Background: an optimization exercise with open tools, aiming at small area. Do not read the settings as production practice. For this run, only the layout was checked, not whether the RTL still works. Power figures rest on the tool's default switching activity, not on a simulated workload.

==> flow/run.sh <==
#!/bin/bash
# synth_recipe.tcl (not shown) runs the flow's synth.tcl, then flattens the netlist and writes it again
# the make line also repeats each setting of config.mk as NAME=value (left out here)
make -C /OpenROAD-flow-scripts/flow DESIGN_CONFIG=/design/flow/config.mk WORK_HOME=/design/flow/orfs CLKGATE_MAP_FILE= SYNTH_SCRIPT=/design/flow/synth_recipe.tcl finish
==> flow/config.mk <==
export PLATFORM = sky130hd
export DESIGN_NAME = mcm_chip
export DESIGN_NICKNAME = mcm_chip
export VERILOG_FILES = /design/flow/design.v
export SDC_FILE = /design/flow/constraint.sdc
export NUM_CORES = 4
export LEC_CHECK = 0
export CAP_MARGIN = 20
export CORE_MARGIN = 2
export CORE_UTILIZATION = 40
export SLEW_MARGIN = 20
==> flow/constraint.sdc <==
create_clock -name core_clock -period 5.0 [get_ports {clk}]
set_input_delay 1.0000 -clock core_clock [delete_from_list [all_inputs] [get_ports {clk}]]
set_output_delay 1.0000 -clock core_clock [all_outputs]
set_load 0.01 [all_outputs]
==> flow/design.v <==
package mcm_pkg;
	typedef enum logic [16-1:0] {
		CMD_NOP               = 16'd0,
		CMD_SET_QUAD_COUNT    = 16'd1,
		CMD_REQ_QUAD_COUNT    = 16'd2,
		CMD_SET_INTRPT_MASK   = 16'd3,
		CMD_REQ_INTRPT_STATUS = 16'd4,
		CMD_CLR_INTRPT        = 16'd5
	} spi_cmd_e;
	typedef struct packed {
		spi_cmd_e                    cmd;
		logic [8-1:0]  addr;
		logic [40-1:0]  data;
	} spi_frame_t;
	typedef enum logic [1:0] {
		SPI_IDLE,
		SPI_SHIFT,
		SPI_DONE
	} spi_state_e;
	typedef logic [32-1:0] quad_count_t;
	typedef struct packed {
		logic a;
		logic b;
	} quad_pins_t;
	typedef struct packed {
		logic ul;
		logic ll;
		logic index;
	} limit_pins_t;
	typedef logic [3-1:0] intrpt_status_t;
	typedef logic [4-1:0] slot_mask_t;
endpackage
`timescale 1ns/1ps
module spi_slave
(
	input  logic       clk,
	input  logic       rst_n_i,
	input  logic       spi_clk_i,
	input  logic       spi_scsn_i,
	input  logic       spi_mosi_i,
	output logic       spi_miso_o,
	input  mcm_pkg::spi_frame_t reply_frame_i,
	output mcm_pkg::spi_frame_t cmd_frame_o,
	output logic       cmd_valid_o
);
	localparam int CNT_W = $clog2(64) + 1;
	localparam logic [CNT_W-1:0] FRAME_CNT = CNT_W'(64);
	localparam logic [2:0] PIN_IDLE = 3'b010;
	logic [2:0]                 pin_meta_q;
	logic [2:0]                 pin_sync_q;
	logic [2:0]                 pin_prev_q;
	logic                       sclk_rise;
	logic                       sclk_fall;
	logic                       scsn_rise;
	logic                       scsn_fall;
	logic                       mosi_s;
	logic                       frame_start;
	mcm_pkg::spi_state_e                 state_q;
	logic [CNT_W-1:0]           bit_cnt_q;
	logic [64-1:0] rx_q;
	logic [64-1:0] tx_q;
	logic [64-1:0] reply_bits;
	always_ff @(posedge clk or negedge rst_n_i)
	begin
		if (!rst_n_i)
		begin
			pin_meta_q <= PIN_IDLE;
			pin_sync_q <= PIN_IDLE;
			pin_prev_q <= PIN_IDLE;
		end
		else
		begin
			pin_meta_q <= {spi_mosi_i, spi_scsn_i, spi_clk_i};
			pin_sync_q <= pin_meta_q;
			pin_prev_q <= pin_sync_q;
		end
	end
	assign sclk_rise = pin_sync_q[0] & ~pin_prev_q[0];
	assign sclk_fall = ~pin_sync_q[0] & pin_prev_q[0];
	assign scsn_rise = pin_sync_q[1] & ~pin_prev_q[1];
	assign scsn_fall = ~pin_sync_q[1] & pin_prev_q[1];
	assign mosi_s    = pin_sync_q[2];
	assign frame_start = scsn_fall && (state_q != mcm_pkg::SPI_SHIFT);
	assign reply_bits  = reply_frame_i;
	always_ff @(posedge clk or negedge rst_n_i)
	begin
		if (!rst_n_i)
		begin
			state_q   <= mcm_pkg::SPI_IDLE;
			bit_cnt_q <= '0;
		end
		else
		begin
			case (state_q)
				mcm_pkg::SPI_SHIFT:
				begin
					if (scsn_rise)
						state_q <= (bit_cnt_q == FRAME_CNT) ? mcm_pkg::SPI_DONE : mcm_pkg::SPI_IDLE;
					else if (sclk_rise && (bit_cnt_q != '1))
						bit_cnt_q <= bit_cnt_q + 1'b1;
				end
				default:
				begin
					if (frame_start)
					begin
						state_q   <= mcm_pkg::SPI_SHIFT;
						bit_cnt_q <= '0;
					end
					else
						state_q <= mcm_pkg::SPI_IDLE;
				end
			endcase
		end
	end
	always_ff @(posedge clk or negedge rst_n_i)
	begin
		if (!rst_n_i)
			spi_miso_o <= 1'b0;
		else if (frame_start)
			spi_miso_o <= reply_bits[64-1];
		else if ((state_q == mcm_pkg::SPI_SHIFT) && scsn_rise)
			spi_miso_o <= 1'b0;
		else if ((state_q == mcm_pkg::SPI_SHIFT) && sclk_fall)
			spi_miso_o <= tx_q[64-2];
	end
	always_ff @(posedge clk)
	begin
		if (frame_start)
			tx_q <= reply_bits;
		else if ((state_q == mcm_pkg::SPI_SHIFT) && sclk_fall)
			tx_q <= {tx_q[64-2:0], 1'b0};
		if ((state_q == mcm_pkg::SPI_SHIFT) && sclk_rise)
			rx_q <= {rx_q[64-2:0], mosi_s};
	end
	assign cmd_frame_o = mcm_pkg::spi_frame_t'(rx_q);
	assign cmd_valid_o = (state_q == mcm_pkg::SPI_DONE);
endmodule
`timescale 1ns/1ps
module quad_decoder
#(
	parameter int SLOT_ID = 0
)
(
	input  logic        clk,
	input  logic        rst_n_i,
	input  mcm_pkg::quad_pins_t  quad_i,
	input  mcm_pkg::spi_frame_t  cmd_frame_i,
	input  logic        cmd_valid_i,
	output mcm_pkg::quad_count_t count_o
);
	localparam logic [8-1:0] SLOT_ADDR = 8'(SLOT_ID);
	mcm_pkg::quad_pins_t meta_q;
	mcm_pkg::quad_pins_t sync_q;
	mcm_pkg::quad_pins_t prev_q;
	logic       step_up;
	logic       step_dn;
	logic       load;
	always_ff @(posedge clk or negedge rst_n_i)
	begin
		if (!rst_n_i)
		begin
			meta_q <= '0;
			sync_q <= '0;
			prev_q <= '0;
		end
		else
		begin
			meta_q <= quad_i;
			sync_q <= meta_q;
			prev_q <= sync_q;
		end
	end
	always_comb
	begin
		step_up = 1'b0;
		step_dn = 1'b0;
		case ({prev_q, sync_q})
			4'b0010, 4'b1011, 4'b1101, 4'b0100: step_up = 1'b1;
			4'b0001, 4'b0111, 4'b1110, 4'b1000: step_dn = 1'b1;
			default: step_up = 1'b0;
		endcase
	end
	assign load = cmd_valid_i && (cmd_frame_i.cmd == mcm_pkg::CMD_SET_QUAD_COUNT) &&
		(cmd_frame_i.addr == SLOT_ADDR);
	always_ff @(posedge clk or negedge rst_n_i)
	begin
		if (!rst_n_i)
			count_o <= '0;
		else if (load)
			count_o <= cmd_frame_i.data[32-1:0];
		else if (step_up)
			count_o <= count_o + 1'b1;
		else if (step_dn)
			count_o <= count_o - 1'b1;
	end
endmodule
`timescale 1ns/1ps
module intrpt_ctrl
#(
	parameter int SLOT_ID = 0
)
(
	input  logic           clk,
	input  logic           rst_n_i,
	input  mcm_pkg::limit_pins_t    limit_i,
	input  mcm_pkg::spi_frame_t     cmd_frame_i,
	input  logic           cmd_valid_i,
	output mcm_pkg::intrpt_status_t status_o,
	output logic           intrpt_o
);
	localparam logic [8-1:0] SLOT_ADDR = 8'(SLOT_ID);
	mcm_pkg::intrpt_status_t meta_q;
	mcm_pkg::intrpt_status_t sync_q;
	mcm_pkg::intrpt_status_t prev_q;
	mcm_pkg::intrpt_status_t rise;
	mcm_pkg::intrpt_status_t clr;
	mcm_pkg::intrpt_status_t mask_q;
	mcm_pkg::intrpt_status_t mask_d;
	logic           hit;
	always_ff @(posedge clk or negedge rst_n_i)
	begin
		if (!rst_n_i)
		begin
			meta_q <= '0;
			sync_q <= '0;
			prev_q <= '0;
		end
		else
		begin
			meta_q <= {limit_i.index, limit_i.ll, limit_i.ul};
			sync_q <= meta_q;
			prev_q <= sync_q;
		end
	end
	assign rise = sync_q & ~prev_q;
	assign hit = cmd_valid_i && (cmd_frame_i.addr == SLOT_ADDR);
	assign clr = (hit && (cmd_frame_i.cmd == mcm_pkg::CMD_CLR_INTRPT)) ?
		cmd_frame_i.data[3-1:0] : '0;
	assign mask_d = (hit && (cmd_frame_i.cmd == mcm_pkg::CMD_SET_INTRPT_MASK)) ?
		cmd_frame_i.data[3-1:0] : mask_q;
	always_ff @(posedge clk or negedge rst_n_i)
	begin
		if (!rst_n_i)
		begin
			status_o <= '0;
			mask_q   <= '0;
			intrpt_o <= 1'b0;
		end
		else
		begin
			status_o <= (status_o & ~clr) | rise;
			mask_q   <= mask_d;
			intrpt_o <= |(status_o & ~clr & mask_d);
		end
	end
endmodule
`timescale 1ns/1ps
module reply_builder
(
	input  logic           clk,
	input  logic           rst_n_i,
	input  mcm_pkg::spi_frame_t     cmd_frame_i,
	input  logic           cmd_valid_i,
	input  mcm_pkg::quad_count_t [4-1:0]    counts_i,
	input  mcm_pkg::intrpt_status_t [4-1:0] statuses_i,
	output mcm_pkg::spi_frame_t     reply_frame_o
);
	localparam int IDX_W = $clog2(4);
	logic [IDX_W-1:0]           idx;
	logic                       in_range;
	logic                       is_req;
	logic [40-1:0] data_d;
	assign idx      = cmd_frame_i.addr[IDX_W-1:0];
	assign in_range = (cmd_frame_i.addr < 4);
	always_comb
	begin
		is_req = 1'b0;
		data_d = '0;
		case (cmd_frame_i.cmd)
			mcm_pkg::CMD_REQ_QUAD_COUNT:
			begin
				is_req = 1'b1;
				if (in_range)
					data_d = {{(40-32){1'b0}}, counts_i[idx]};
			end
			mcm_pkg::CMD_REQ_INTRPT_STATUS:
			begin
				is_req = 1'b1;
				if (in_range)
					data_d = {{(40-3){1'b0}},
						statuses_i[idx]};
			end
			default: is_req = 1'b0;
		endcase
	end
	always_ff @(posedge clk or negedge rst_n_i)
	begin
		if (!rst_n_i)
			reply_frame_o <= '0;
		else if (cmd_valid_i && is_req)
		begin
			reply_frame_o.cmd  <= cmd_frame_i.cmd;
			reply_frame_o.addr <= cmd_frame_i.addr;
			reply_frame_o.data <= data_d;
		end
	end
endmodule
`timescale 1ns/1ps
module mcm_top
(
	input  logic        clk,
	input  logic        rst_n_i,
	input  logic        spi_clk_i,
	input  logic        spi_scsn_i,
	input  logic        spi_mosi_i,
	output logic        spi_miso_o,
	input  logic [2*4-1:0] quad_i,
	input  logic [3*4-1:0] limit_i,
	output mcm_pkg::slot_mask_t  intrpt_o
);
	mcm_pkg::spi_frame_t     cmd_frame;
	logic           cmd_valid;
	mcm_pkg::spi_frame_t     reply_frame;
	mcm_pkg::quad_count_t [4-1:0]    counts;
	mcm_pkg::intrpt_status_t [4-1:0] statuses;
	spi_slave i_spi_slave (
		.clk           (clk),
		.rst_n_i       (rst_n_i),
		.spi_clk_i     (spi_clk_i),
		.spi_scsn_i    (spi_scsn_i),
		.spi_mosi_i    (spi_mosi_i),
		.spi_miso_o    (spi_miso_o),
		.reply_frame_i (reply_frame),
		.cmd_frame_o   (cmd_frame),
		.cmd_valid_o   (cmd_valid)
	);
	for (genvar slot = 0; slot < 4; slot++)
	begin : g_slot
		quad_decoder #(
			.SLOT_ID (slot)
		) i_quad_decoder (
			.clk         (clk),
			.rst_n_i     (rst_n_i),
			.quad_i      (quad_i[2*slot +: 2]),
			.cmd_frame_i (cmd_frame),
			.cmd_valid_i (cmd_valid),
			.count_o     (counts[slot])
		);
		intrpt_ctrl #(
			.SLOT_ID (slot)
		) i_intrpt_ctrl (
			.clk         (clk),
			.rst_n_i     (rst_n_i),
			.limit_i     (limit_i[3*slot +: 3]),
			.cmd_frame_i (cmd_frame),
			.cmd_valid_i (cmd_valid),
			.status_o    (statuses[slot]),
			.intrpt_o    (intrpt_o[slot])
		);
	end
	reply_builder i_reply_builder (
		.clk           (clk),
		.rst_n_i       (rst_n_i),
		.cmd_frame_i   (cmd_frame),
		.cmd_valid_i   (cmd_valid),
		.counts_i      (counts),
		.statuses_i    (statuses),
		.reply_frame_o (reply_frame)
	);
endmodule
`timescale 1ns/1ps
module mcm_chip (
	input  logic                               clk,
	input  logic                               rst_n_i,
	input  logic                               spi_clk_i,
	input  logic                               spi_scsn_i,
	input  logic                               spi_mosi_i,
	output logic                               spi_miso_o,
	input  logic [2*4-1:0]        quad_i,
	input  logic [3*4-1:0]        limit_i,
	output logic [4-1:0]          intrpt_o
);
	mcm_top i_mcm_top (
		.clk        (clk),
		.rst_n_i    (rst_n_i),
		.spi_clk_i  (spi_clk_i),
		.spi_scsn_i (spi_scsn_i),
		.spi_mosi_i (spi_mosi_i),
		.spi_miso_o (spi_miso_o),
		.quad_i     (quad_i),
		.limit_i    (limit_i),
		.intrpt_o   (intrpt_o)
	);
endmodule
==> impl_metrics.xml <==
<?xml version="1.0" encoding="UTF-8"?>
<metrics>
  <group name="synthesis">
    <metric name="cell_accounting_for_the_most_synthesized_area" unit="">dfrtp_1</metric>
    <metric name="synth-seq-area-share" unit="%">50.4</metric>
    <metric name="ys_warn_count" unit="">10</metric>
    <metric name="synth_commonest_cells" unit="">384 x nand2_1, 287 x dfrtp_1, 181 x nor2_1</metric>
    <metric name="synth-main-ff-cell" unit="">dfrtp_1</metric>
    <metric name="synthAdderAreaFrac" unit="%">0.341</metric>
    <metric name="most_area_consuming_cells_after_synthesis" unit="">dfrtp_1 33%, edfxtp_1 17%, nand2_1 6.6%, mux4_2 3.5%, o21ai_0 3.3%</metric>
    <metric name="ys_ff_latch" unit="">417</metric>
    <metric name="synth.distinct_cells" unit="">92</metric>
    <metric name="post_synth_and_or_nand_nor_area_fraction" unit="%">22.2</metric>
    <metric name="yosys.area.top_type_share" unit="%">32.7</metric>
    <metric name="post-synth-top-count-cell" unit="">nand2_1</metric>
    <metric name="synth_top_family_by_area" unit="">simple AND/OR/NAND/NOR gates</metric>
    <metric name="yosys-mux-area-fraction" unit="%">6.11</metric>
    <metric name="post_synth_xor_area_fraction" unit="%">5.53</metric>
    <metric name="netlist_instances" unit="">2250</metric>
    <metric name="synth_area" unit="mm^2">0.0220</metric>
    <metric name="nets_in_the_synthesized_netlist" unit="">2281</metric>
    <metric name="syn_avg_cell_area" unit="um^2">9.77</metric>
    <metric name="asyncSetResetFlopFracSynth" unit="%">69.5</metric>
    <metric name="complex_gate_fraction_of_the_synthesized_area" unit="%">11.9</metric>
    <metric name="number_of_enable_flip_flop_cells_after_synthesis" unit="">127</metric>
  </group>
  <group name="timing">
    <metric name="setup_viol" unit="">0</metric>
    <metric name="setup-tns-final" unit="ps">0</metric>
    <metric name="tightestPinTransition" unit="ps">1010</metric>
    <metric name="fin_crit" unit="ps">3870</metric>
    <metric name="grt_setup_unrepaired" unit="">no</metric>
    <metric name="fin_ws" unit="ps">1130</metric>
    <metric name="max_clock_freq" unit="GHz">0.259</metric>
    <metric name="final-hold-violation-count" unit="">0</metric>
    <metric name="clock_skew" unit="ps">22.0</metric>
    <metric name="min_period_over_period" unit="%">77.3</metric>
    <metric name="final-max-slew-violation-count" unit="">0</metric>
    <metric name="worst_slew_margin_rel" unit="%">32.6</metric>
  </group>
  <group name="floorplanning">
    <metric name="fp.dieW" unit="um">238</metric>
    <metric name="starting_density" unit="%">40.6</metric>
    <metric name="core_region_area" unit="mm^2">0.0541</metric>
    <metric name="dieHeight" unit="um">238</metric>
    <metric name="floorplan.die_area" unit="mm^2">0.0569</metric>
    <metric name="top_level_ports" unit="">30</metric>
    <metric name="placementRows" unit="">85</metric>
  </group>
  <group name="global_routing">
    <metric name="largest_net_degree_at_the_start_of_global_routing" unit="">91</metric>
    <metric name="antenna_violations_before_repair" unit="">1</metric>
    <metric name="number_of_global_route_vias_before_repair" unit="">16800</metric>
    <metric name="globalRouteTotalUtil" unit="%">24.7</metric>
    <metric name="grt_pass1_wl" unit="mm">107</metric>
    <metric name="globalRoute.totalOverflow" unit="">0</metric>
  </group>
  <group name="cts">
    <metric name="cts_htree_levels" unit="">2</metric>
    <metric name="clk-insertion-delay-late" unit="ps">580</metric>
    <metric name="maximum_number_of_buffers_from_clock_root_to_sink" unit="">3</metric>
    <metric name="clkTransAtPathRegs" unit="ps">60</metric>
    <metric name="cts_bufs_inserted" unit="">45</metric>
    <metric name="post-cts-setup-buffer-count" unit="">0</metric>
    <metric name="tritoncts" unit="">built</metric>
    <metric name="clock_sink_count" unit="">417</metric>
    <metric name="cts_resized" unit="">0</metric>
    <metric name="number_of_hold_buffers_added_after_cts" unit="">0</metric>
    <metric name="clockRootBuffer" unit="">clkbuf_16</metric>
  </group>
  <group name="power">
    <metric name="pwr-share-clk" unit="%">29.2</metric>
    <metric name="pwr-share-comb" unit="%">22.8</metric>
    <metric name="internal_power" unit="W">0.00728</metric>
    <metric name="power.density" unit="mW/mm^2">486</metric>
    <metric name="power_frac_seq" unit="%">48.0</metric>
    <metric name="static-leakage-power" unit="nW">9.22</metric>
    <metric name="net-switching-power" unit="W">0.00454</metric>
    <metric name="power.share.switching" unit="%">38.4</metric>
    <metric name="ir_drop" unit="uV">252</metric>
  </group>
  <group name="run">
    <metric name="max_cap_viols" unit="">0</metric>
  </group>
  <group name="worst_setup_path">
    <metric name="critPathTopFamily" unit="">simple AND/OR/NAND/NOR gates</metric>
    <metric name="crit_path_max_cell_delay" unit="ps">680</metric>
    <metric name="endpoint_kind" unit="">register</metric>
    <metric name="critical_path_buf_inv_count" unit="">1</metric>
    <metric name="crit_path_start_kind" unit="">register</metric>
    <metric name="crit_chain" unit="">xor2_1 -&gt; nor2_1 -&gt; buf_4 -&gt; xnor2_1 -&gt; ha_1 -&gt; nor4_2 -&gt; a221oi_1 -&gt; a31oi_1 -&gt; o31ai_1 -&gt; or4_1 -&gt; o21ai_0 -&gt; mux2i_1 -&gt; nor3_1</metric>
    <metric name="class_of_the_most_critical_setup_path" unit="">reg2reg</metric>
    <metric name="cp_max_fo" unit="">22</metric>
    <metric name="worstPathArrival" unit="ps">4330</metric>
    <metric name="crit_required" unit="ps">5460</metric>
    <metric name="cpMaxStageDelayCell" unit="">xor2_1</metric>
  </group>
  <group name="finish">
    <metric name="layout-drive-gt1-share" unit="%">9.39</metric>
    <metric name="design.final.nets" unit="">2230</metric>
    <metric name="flow.area_growth_from_synthesis" unit="%">10.5</metric>
    <metric name="antenna_cells" unit="">0</metric>
  </group>
  <group name="run_status">
    <metric name="status" unit="">complete, no violations</metric>
  </group>
  <group name="place">
    <metric name="numPortBuffers" unit="">29</metric>
    <metric name="place_ws" unit="ps">1190</metric>
    <metric name="place.gp.congestion" unit="">0.948</metric>
    <metric name="post-dp-hpwl" unit="mm">48.9</metric>
  </group>
  <group name="route">
    <metric name="dr.first_iter.drc_count" unit="">2230</metric>
    <metric name="antenna_left" unit="">0</metric>
    <metric name="post-route-drc-count" unit="">0</metric>
    <metric name="detail_route.wirelength" unit="mm">70.0</metric>
    <metric name="routed_via_density" unit="">6.06</metric>
    <metric name="drtPass1Iterations" unit="">6</metric>
    <metric name="detail_route.wl_per_cell" unit="um">23.9</metric>
    <metric name="vias" unit="">17800</metric>
  </group>
  <group name="worst_hold_path">
    <metric name="min_path_type" unit="">reg2reg</metric>
  </group>
</metrics>
area by class of cell:
cell class                      instances  area (um^2)
Fill cell                            5128        29800
Clock inverter                         17          275
Multi-Input combinational cell       1641        10200
Clock buffer                           67         1250
Sequential cell                       417        11100
Inverter                               35          131
Tap cell                              696          871
Timing Repair Buffer                   59          533
power by group through the flow:
stage / sequential, W / combinational (W) / clock, W
final: 0.00567 / 0.00270 / 0.00345
after global routing: 0.00571 / 0.00298 / 0.00367
after CTS: 0.00560 / 0.00266 / 0.00353
after detailed placement: 0.00566 / 0.00264 / 0
after global placement: 0.00566 / 0.00262 / 0
after floorplan: 0.00446 / 0.00262 / 0
through the flow:
stage	total power (W)	std cells	utilization, %	hold slack [ps]	area, um^2
after floorplan	0.00708	2250	-	331	22000
after global placement	0.00827	2848	42.1	334	22800
after detailed placement	0.00830	2848	42.1	335	22800
after CTS	0.0118	2932	44.9	349	24300
after global routing	0.0124	2932	44.9	351	24300
final	0.0118	2932	44.9	346	24300
cells by family (layout without fill, tap and decap cells):
group / Yosys count / in the layout
simple gates: 1001 / 1001
flops: 417 / 417
compound gates: 410 / 410
buf+inv: 192 / 178
xor+xnor: 137 / 137
mux: 87 / 87
fa+ha+maj: 6 / 6
sequential cells by signal, summed over array words and instances (netlist names), 8 cells and up:
| name | flops |
|---|---|
| i_mcm_top.i_reply_builder.reply_frame_o | 56 |
| i_mcm_top.g_slot.i_intrpt_ctrl.meta_q | 12 |
| i_mcm_top.i_spi_slave.tx_q | 63 |
| i_mcm_top.g_slot.i_quad_decoder.prev_q | 8 |
| i_mcm_top.g_slot.i_quad_decoder.meta_q | 8 |
| i_mcm_top.i_spi_slave.rx_q | 64 |
| i_mcm_top.g_slot.i_quad_decoder.sync_q | 8 |
| i_mcm_top.g_slot.i_intrpt_ctrl.status_o | 12 |
| i_mcm_top.g_slot.i_intrpt_ctrl.mask_q | 12 |
| i_mcm_top.g_slot.i_intrpt_ctrl.prev_q | 12 |
| i_mcm_top.g_slot.i_quad_decoder.count_o | 128 |
| i_mcm_top.g_slot.i_intrpt_ctrl.sync_q | 12 |
layout by cell type (no fill, tap or decap), types with 9 or more instances in the layout:
master           instances
a22oi_1                  9
xor2_1                  54
nand4_1                 48
o22ai_1                 21
nor2b_1                 18
inv_1                   34
nor4_1                  58
or2_2                   12
nor3_1                  53
clkdlybuf4s50_1         28
o21ai_0                143
xnor2_1                 81
mux2i_1                 28
or4_1                   19
nand2_1                384
a21oi_1                 86
edfxtp_1               127
and3_1                  31
dfrtp_1                287
and2_1                  26
mux4_2                  34
nor2_1                 177
a22o_1                  30
a31oi_1                 23
buf_4                   29
or3_1                   24
nand3_1                 87
mux2_2                  24
and4_1                   9
clkbuf_16               46
clkbuf_1                19
routing by layer:
layer | global-route usage [%] | vias to the layer above | wire (um)
li1 | - | 8045 | -
met1 | 36.0 | 8702 | 31100
met2 | 35.8 | 865 | 29800
met3 | 4.44 | 146 | 5730
met4 | 11.3 | 0 | 3340
met5 | 0 | - | 0
worst paths after layout:
kind	start	slack (ps)	endpoint	cells past startpoint
setup / recovery	i_mcm_top.g_slot[0].i_quad_decoder.sync_q[0]	1130	i_mcm_top.g_slot[0].i_quad_decoder.count_o[26]	13
setup reg to reg	i_mcm_top.g_slot[0].i_quad_decoder.sync_q[0]	1130	i_mcm_top.g_slot[0].i_quad_decoder.count_o[26]	13
min in group asynchronous	rst_n_i	390	i_mcm_top.g_slot[0].i_quad_decoder.meta_q[1]	1
hold reg to reg	i_mcm_top.g_slot[3].i_intrpt_ctrl.meta_q[2]	350	i_mcm_top.g_slot[3].i_intrpt_ctrl.sync_q[2]	0
max in group asynchronous	rst_n_i	3440	i_mcm_top.g_slot[1].i_quad_decoder.count_o[9]	2
hold / removal	i_mcm_top.g_slot[3].i_intrpt_ctrl.meta_q[2]	350	i_mcm_top.g_slot[3].i_intrpt_ctrl.sync_q[2]	0

==> static timing again, ports no longer ideal <==
In the flow no input, the clock included, has a driving cell. The finished layout below was timed again as built, in two steps.
Step 1: set_driving_cell puts a clkbuf_16 on clk and a buf_2 on each other input, an assumption about the parent block.
Step 2 adds t to the input delays and takes it off the output delays; t is the mean of the earliest and latest rising clock arrival at the registers after step 1. Input paths then give back, and output paths get back, about the clock's delay inside the block.
Slacks: ideal ports / drivers / drivers and shift; pairs: ideal ports / drivers.
t, ns: 0.636
setup WS [ns]: 1.133 / 1.133 / 1.133
worst hold slack (ns): 0.346 / 0.346 / 0.346
pins driven straight from the clock port: 1
After both steps this run still meets setup and hold. The setup slack of this run moves by 0.000 ns with the drivers and by 0.000 ns with both steps.
